From an optimization exercise on the open Yosys and OpenROAD flow, aimed at a short achievable clock period and few clock cycles; shortcuts taken in it are not production practice.
Only simulation tests tie the RTL to the original design; equivalence was not proved.
Power and IR drop assume default switching activity.

==> cedar: inputs <==
Design mips_core, start of the top module:
module mips_core (
	input  wire                    clk,
	input  wire                    rst_n,
	input  wire [32-1:0]   imem_data,
	input  wire [32-1:0]   dmem_rdata,
	output logic [32-1:0]  imem_addr,
	output logic [32-1:0]  dmem_addr,
	output logic [32-1:0]  dmem_wdata,
	output logic                   dmem_we
);
make LEC_CHECK=0 ABC_CLOCK_PERIOD_IN_PS=2500 CAP_MARGIN=20 CELL_PAD_IN_SITES_DETAIL_PLACEMENT=1 CELL_PAD_IN_SITES_GLOBAL_PLACEMENT=2 CORE_MARGIN=2 CORE_UTILIZATION=35 SETUP_SLACK_MARGIN=5 SLEW_MARGIN=20 TNS_END_PERCENT=100 finish   # period 8.0 ns
run.sh (not shown) runs the stock make flow with config.mk's settings and CLKGATE_MAP_FILE= SYNTH_SCRIPT=/design/flow/synth_recipe.tcl, a recipe that flattens the netlist after the stock synthesis.
==> violet (differences from cedar) <==
--- a/flow/design.v
+++ b/flow/design.v
@@ -184,57 +184,44 @@
 	                 (we && waddr == raddr_b) ? wdata : regs[raddr_b];
 endmodule
 `default_nettype wire
 `timescale 1ns/100ps
  `default_nettype none
 `default_nettype wire
 `default_nettype none
 module mips_alu (
-	input  wire [31:0]  a,
-	input  wire [31:0]  b,
-	input  wire [31:0]  sb,
-	input  wire [4:0]   sh,
-	input  wire         op_and,
-	input  wire         op_or,
-	input  wire         op_sll,
-	input  wire         op_srl,
-	output logic [31:0] p,       
-	output logic [31:0] c,       
-	output logic [31:0] oth,     
-	output logic        lt       
+	input  wire mips_pkg::alu_op_t  op,
+	input  wire [32-1:0]    a,
+	input  wire [32-1:0]    b,
+	input  wire [4:0]               shamt,
+	output logic [32-1:0]   result
 );
-	logic [31:0] g, sum;
-	assign p = a ^ b;
-	assign g = a & b;
+	logic less;
+	assign less = $signed(a) < $signed(b);
 	always_comb begin
-		logic [31:0] gg, pp, gn, pn;
-		gg = g;
-		pp = p;
-		for (int d = 1; d < 32; d = d * 2) begin
-			for (int i = 0; i < 32; i++) begin
-				if (i >= d) begin
-					gn[i] = gg[i] | (pp[i] & gg[i-d]);
-					pn[i] = pp[i] & pp[i-d];
-				end else begin
-					gn[i] = gg[i];
-					pn[i] = pp[i];
-				end
-			end
-			gg = gn;
-			pp = pn;
-		end
-		c = {gg[30:0], 1'b0};
+		case (op)
+			mips_pkg::ALU_ADD:
+				result = a + b;
+			mips_pkg::ALU_SUB:
+				result = a - b;
+			mips_pkg::ALU_AND:
+				result = a & b;
+			mips_pkg::ALU_OR:
+				result = a | b;
+			mips_pkg::ALU_SLT:
+				result = {{(32-1){1'b0}}, less};
+			mips_pkg::ALU_SLL:
+				result = b << shamt;
+			mips_pkg::ALU_SRL:
+				result = b >> shamt;
+			default:
+				result = b;
+		endcase
 	end
-	assign sum = p ^ c;
-	assign lt  = (a[31] == b[31]) ? ~a[31] : ~sum[31];
-	assign oth = ({32{op_and}} & g) |
-	             ({32{op_or}}  & (g | p)) |
-	             ({32{op_sll}} & (sb << sh)) |
-	             ({32{op_srl}} & (sb >> sh));
 endmodule
 `default_nettype wire
 `timescale 1ns/100ps
  `default_nettype none
 `default_nettype wire
 `default_nettype none
 module mips_hazard_unit (
 	input  wire [5-1:0]  rs_d,
@@ -305,42 +292,41 @@
 	output logic [32-1:0]  dmem_addr,
 	output logic [32-1:0]  dmem_wdata,
 	output logic                   dmem_we
 );
 	localparam int BHT_AW = 6;
 	localparam int BHT_N  = 1 << BHT_AW;
 	logic [31:2]  pc_f;
 	logic [31:0]  ir_d;
-	logic [31:1]  rs_oh_d, rt_oh_d;    
 	logic         valid_d;
 	logic [31:2]  pc_d;
 	logic [31:0]  a_e;         
 	logic [31:0]  b_e;         
 	logic [31:0]  sb_e;        
 	logic [31:0]  ca_e, cb_e;  
 	logic [31:0]  sd_e;        
 	logic         sdl_e;       
 	logic [4:0]   sh_e;
-	logic         arith_e, op_sub_e, op_slt_e, op_and_e, op_or_e, op_sll_e, op_srl_e;
+	logic         cin_e;
+	logic         op_add_e, op_sub_e, op_slt_e, op_and_e, op_or_e, op_sll_e, op_srl_e;
 	logic         regw_e, ld_e, st_e;
 	logic [4:0]   dest_e;
 	logic         br_e, beq_e, pred_e;
 	logic [31:2]  alt_e;
 	logic [BHT_AW-1:0] bidx_e;
 	logic         bv_e;
 	logic [1:0]   bc_e;
 	logic [31:0]  alu_m;
 	logic [31:0]  daddr_m;
 	logic [31:0]  wdata_m;
 	logic         we_m;
 	logic         regw_m, ld_m;
 	logic [4:0]   dest_m;
-	logic [31:1]  wen_m;       
-	logic [31:0]  rf [1:31];
+	logic [31:0]  rf [32];
 	logic         bht_v [BHT_N];
 	logic [1:0]   bht_c [BHT_N];
 	logic [5:0]   op_d, fn_d;
 	logic [4:0]   rs_d, rt_d, rd_d;
 	logic [15:0]  imm_d;
 	logic         is_r;
 	logic         r_addu, r_subu, r_and, r_or, r_slt, r_sll, r_srl;
 	logic         i_addiu, i_ori, i_lui, i_lw, i_sw, i_beq, i_bne;
@@ -390,124 +376,95 @@
 			imm_ext_d = {{16{imm_d[15]}}, imm_d};
 	end
 	logic [31:0]  res_x;
 	logic [31:0]  res_m;
 	logic [31:0]  rf_a, rf_b, val_a, val_b, opa_d, opb_d;
 	logic         m_a, m_b, e_a, e_b;
 	logic         stall;
 	assign res_m = ld_m ? dmem_rdata : alu_m;
-	always_comb begin
-		rf_a = '0;
-		rf_b = '0;
-		for (int i = 1; i < 32; i++) begin
-			rf_a = rf_a | (rf[i] & {32{rs_oh_d[i]}});
-			rf_b = rf_b | (rf[i] & {32{rt_oh_d[i]}});
-		end
-	end
+	assign rf_a = rf[rs_d];
+	assign rf_b = rf[rt_d];
 	assign m_a  = regw_m && (dest_m == rs_d);
 	assign m_b  = regw_m && (dest_m == rt_d);
 	assign e_a  = regw_e && (dest_e == rs_d);
 	assign e_b  = regw_e && (dest_e == rt_d);
 	assign val_a = m_a ? res_m : rf_a;
 	assign val_b = m_b ? res_m : rf_b;
 	assign opa_d = e_a ? res_x : val_a;
 	assign opb_d = e_b ? res_x : val_b;
-	logic         inv_d;
-	logic [31:0]  a_oth_d, b_oth_d;
-	assign inv_d   = r_subu | r_slt;
-	assign a_oth_d = uses_a ? (val_a ^ {32{inv_d}}) : 32'd0;
-	assign b_oth_d = use_imm ? imm_ext_d : val_b;
 	assign stall = ld_e && ((uses_a && e_a) || (uses_b && e_b));
 	logic         isbr_d, pred_d;
 	logic [31:2]  seq_d, target_d;
 	logic [BHT_AW-1:0] bidx_d;
 	logic         bv_d;      
 	logic [1:0]   bc_d;
 	assign seq_d    = pc_f + 30'd1;
+	assign target_d = pc_f + {{14{imm_d[15]}}, imm_d};
+	assign bidx_d   = pc_d[BHT_AW+1:2];
+	assign isbr_d   = valid_d && bq_d && (imm_d != 16'd1);
+	assign pred_d   = isbr_d && (bv_d ? bc_d[1] : (imm_d[15] | i_bne));
+	logic [31:0]  sum_x, shl_x, shr_x;
+	logic         lt_x, eq_x, taken_x, mis_x;
+	logic [31:0]  p_x, g_x, c_x;
+	assign p_x = a_e ^ b_e;
+	assign g_x = a_e & b_e;
 	always_comb begin
-		logic [31:2] ta, tb, tp, tg, gn, pn;
-		ta = pc_f;
-		tb = {{14{imm_d[15]}}, imm_d};
-		tp = ta ^ tb;
-		tg = ta & tb;
-		for (int d = 1; d < 30; d = d * 2) begin
-			for (int i = 2; i < 32; i++) begin
-				if (i - 2 >= d) begin
-					gn[i] = tg[i] | (tp[i] & tg[i-d]);
-					pn[i] = tp[i] & tp[i-d];
+		logic [31:0] gg, pp, gn, pn;
+		gg = {g_x[31:1], g_x[0] | (p_x[0] & cin_e)};
+		pp = p_x;
+		for (int d = 1; d < 32; d = d * 2) begin
+			for (int i = 0; i < 32; i++) begin
+				if (i >= d) begin
+					gn[i] = gg[i] | (pp[i] & gg[i-d]);
+					pn[i] = pp[i] & pp[i-d];
 				end else begin
-					gn[i] = tg[i];
-					pn[i] = tp[i];
+					gn[i] = gg[i];
+					pn[i] = pp[i];
 				end
 			end
-			tg = gn;
-			tp = pn;
+			gg = gn;
+			pp = pn;
 		end
-		target_d = (ta ^ tb) ^ {tg[30:2], 1'b0};
+		c_x = {gg[30:0], cin_e};
 	end
-	assign bidx_d   = pc_d[BHT_AW+1:2];
-	assign isbr_d   = valid_d && bq_d && (imm_d != 16'd1);
-	assign pred_d   = isbr_d && (bv_d ? bc_d[1] : (imm_d[15] | i_bne));
-	logic [31:0]  sum_x, p_x, c_x, oth_x, oth_slt_x, fwd_a_x;
-	logic         lt_x;
-	logic         eq_x, taken_x, mis_x;
-	mips_alu u_alu (
-		.a      (a_e),
-		.b      (b_e),
-		.sb     (sb_e),
-		.sh     (sh_e),
-		.op_and (op_and_e),
-		.op_or  (op_or_e),
-		.op_sll (op_sll_e),
-		.op_srl (op_srl_e),
-		.p      (p_x),
-		.c      (c_x),
-		.oth    (oth_x),
-		.lt     (lt_x)
-	);
-	assign sum_x     = p_x ^ c_x;
-	assign oth_slt_x = {oth_x[31:1], oth_x[0] | (op_slt_e & lt_x)};
-	assign res_x     = arith_e ? (p_x ^ c_x ^ {32{op_sub_e}}) : oth_slt_x;
-	assign fwd_a_x   = arith_e ? (p_x ^ {32{op_sub_e ^ inv_d}} ^ c_x) : (oth_slt_x ^ {32{inv_d}});
+	assign sum_x = p_x ^ c_x;
+	assign lt_x  = (a_e[31] == b_e[31]) ? a_e[31] : sum_x[31];
+	assign shl_x = sb_e << sh_e;
+	assign shr_x = sb_e >> sh_e;
+	assign res_x = ({32{op_add_e | op_sub_e}} & sum_x) |
+	               ({32{op_and_e}} & g_x) |
+	               ({32{op_or_e}}  & (g_x | p_x)) |
+	               ({32{op_sll_e}} & shl_x) |
+	               ({32{op_srl_e}} & shr_x) |
+	               {31'd0, op_slt_e & lt_x};
 	assign eq_x    = (ca_e == cb_e);
 	assign taken_x = beq_e ? eq_x : !eq_x;
 	assign mis_x   = br_e && (taken_x != pred_e);
-	logic [31:2]  pc_next;
-	logic [31:2]  pc_out;      
-	assign pc_next   = mis_x ? alt_e : (stall ? pc_f : (pred_d ? target_d : seq_d));
-	assign imem_addr = {pc_out, 2'b00};
+	assign imem_addr = {pc_f, 2'b00};
 	always_ff @(posedge clk or negedge rst_n) begin
 		if (!rst_n) begin
 			pc_f    <= '0;
 			valid_d <= 1'b0;
-		end else begin
-			pc_f    <= pc_next;
-			valid_d <= mis_x ? 1'b0 : (stall ? valid_d : 1'b1);
+		end else if (mis_x) begin
+			pc_f    <= alt_e;
+			valid_d <= 1'b0;
+		end else if (!stall) begin
+			pc_f    <= pred_d ? target_d : seq_d;
+			valid_d <= 1'b1;
 		end
 	end
-	always_ff @(posedge clk) begin
-		pc_out <= rst_n ? pc_next : 30'd0;
-	end
 	always_ff @(posedge clk or negedge rst_n) begin
 		if (!rst_n)
 			ir_d <= 32'h0000_0000;
 		else if (!stall)
 			ir_d <= imem_data;
 	end
 	always_ff @(posedge clk) begin
 		if (!stall) begin
-			for (int i = 1; i < 32; i++) begin
-				rs_oh_d[i] <= (imem_data[25:21] == i);
-				rt_oh_d[i] <= (imem_data[20:16] == i);
-			end
-		end
-	end
-	always_ff @(posedge clk) begin
-		if (!stall) begin
 			pc_d <= pc_f;
 			bc_d <= bht_c[pc_f[BHT_AW+1:2]];
 		end
 	end
 	always_ff @(posedge clk or negedge rst_n) begin
 		if (!rst_n)
 			bv_d <= 1'b0;
 		else if (!stall)
@@ -524,22 +481,23 @@
 			regw_e <= regw_d && !stall;
 			ld_e   <= ld_d && !stall;
 			st_e   <= st_d && !stall;
 			br_e   <= isbr_d && !stall;
 			dest_e <= stall ? 5'd0 : dest_d;
 		end
 	end
 	always_ff @(posedge clk) begin
-		a_e      <= (uses_a && e_a) ? fwd_a_x : a_oth_d;
-		b_e      <= (!use_imm && e_b) ? res_x : b_oth_d;
+		a_e      <= uses_a ? opa_d : 32'd0;
+		b_e      <= use_imm ? imm_ext_d : ((r_subu | r_slt) ? ~opb_d : opb_d);
+		cin_e    <= r_subu | r_slt;
 		sd_e     <= opb_d;
 		sdl_e    <= ld_e && e_b;
 		sh_e     <= ir_d[10:6];
-		arith_e  <= r_addu | i_addiu | i_lw | i_sw | r_subu;
+		op_add_e <= r_addu | i_addiu | i_lw | i_sw;
 		op_sub_e <= r_subu;
 		op_slt_e <= r_slt;
 		op_and_e <= r_and;
 		op_or_e  <= r_or | i_ori | i_lui;
 		op_sll_e <= r_sll;
 		op_srl_e <= r_srl;
 		beq_e    <= i_beq;
 		pred_e   <= pred_d;
@@ -555,39 +513,37 @@
 		end
 	end
 	always_ff @(posedge clk or negedge rst_n) begin
 		if (!rst_n) begin
 			regw_m <= 1'b0;
 			ld_m   <= 1'b0;
 			we_m   <= 1'b0;
 			dest_m <= '0;
-			wen_m  <= '0;
 		end else begin
 			regw_m <= regw_e;
 			ld_m   <= ld_e;
 			we_m   <= st_e;
 			dest_m <= dest_e;
-			for (int i = 1; i < 32; i++)
-				wen_m[i] <= regw_e && (dest_e == i);
 		end
 	end
 	always_ff @(posedge clk) begin
 		alu_m   <= res_x;
 		daddr_m <= sum_x;
 		wdata_m <= sdl_e ? dmem_rdata : sd_e;
 	end
 	assign dmem_addr  = daddr_m;
 	assign dmem_wdata = wdata_m;
 	assign dmem_we    = we_m;
+	assign rf[0] = 32'd0;
 	for (genvar i = 1; i < 32; i++) begin : g_rf
 		always_ff @(posedge clk or negedge rst_n) begin
 			if (!rst_n)
 				rf[i] <= '0;
-			else if (wen_m[i])
+			else if (regw_m && dest_m == i)
 				rf[i] <= res_m;
 		end
 	end
 	logic              br_u, taken_u, bv_u;
 	logic [1:0]        bc_u;
 	logic [BHT_AW-1:0] bidx_u;
 	always_ff @(posedge clk or negedge rst_n) begin
 		if (!rst_n)
==> run notes <==
| item | violet | cedar |
|---|---|---|
| Number of nets in the finished design | 9200 | 8699 |
| Fillers | 24700 | 25300 |
| Switch share | 33.5% | 32.5% |
| Total length of routed met3 wires | 49000 um | 46800 um |
| Worst Hold Path EP | bc_u[0]$_DFF_P_ | bidx_u[3]$_DFF_P_ |
| Reg-to-Reg Start | sh_e[1]$_DFF_P_ | b_e[0]$_DFF_P_ |
| Arr. time, crit path | 4.12 ns | 4.08 ns |
| Number of enable-type register cells in the synthesized netlist | 232 | 294 |
| Clock tree buffer count of the final layout | 273 | 300 |
| Post-Place Setup Slack | 2.96 ns | 3.30 ns |
| Complex-gate fraction of the synthesized area | 22.3% | 21.7% |
| Min Tclk post-route | 3.37 ns | 3.34 ns |
| P_sw | 0.00889 W | 0.00882 W |
| Area fraction of clock buffers and clock inverters | 6.10% | 6.55% |
| Power density cells | 249 nW/um^2 | 260 nW/um^2 |
| Slew headroom | 18.0% | 15.7% |
| Buffer count from post-CTS setup fixing | 440 | 213 |
| Run status | no timing/DRC/antenna violations | no timing/DRC/antenna violations |
Testbench counts of cedar, summed over its fixed seeds: cycles 83,120.
Testbench counts of violet, summed over its fixed seeds: cycles 83,120.

[what the ideal ports hide]
In the flow no input, the clock included, has a driving cell. The finished layouts below were timed again as built, in two steps. Step 1: set_driving_cell puts a clkbuf_16 on clk and a buf_2 on each other input, an assumption about the parent block. Step 2, shift: input delay + t, output delay - t, t = (earliest + latest rising clock arrival at the registers) / 2. This alone moves slack from input paths to output paths. a / b / c = ideal ports / drivers / drivers and shift; a / b = the first two.
run | shift t [ns] | setup slack, ns | worst hold slack (ns) | clock arrival spread, ns | worst register clock-pin slew, ns
cedar | 0.956 | 4.657 / 4.657 / 4.094 | 0.329 / 0.329 / 0.329 | 0.047 / 0.047 | 0.08 / 0.08
violet | 0.950 | 4.627 / 4.627 / 4.149 | 0.326 / 0.326 / 0.326 | 0.063 / 0.063 | 0.07 / 0.07
After both steps setup and hold are still met in every run listed. The setup slack of cedar, which loses most, moves by 0.000 ns with the drivers and by -0.563 ns with both steps.
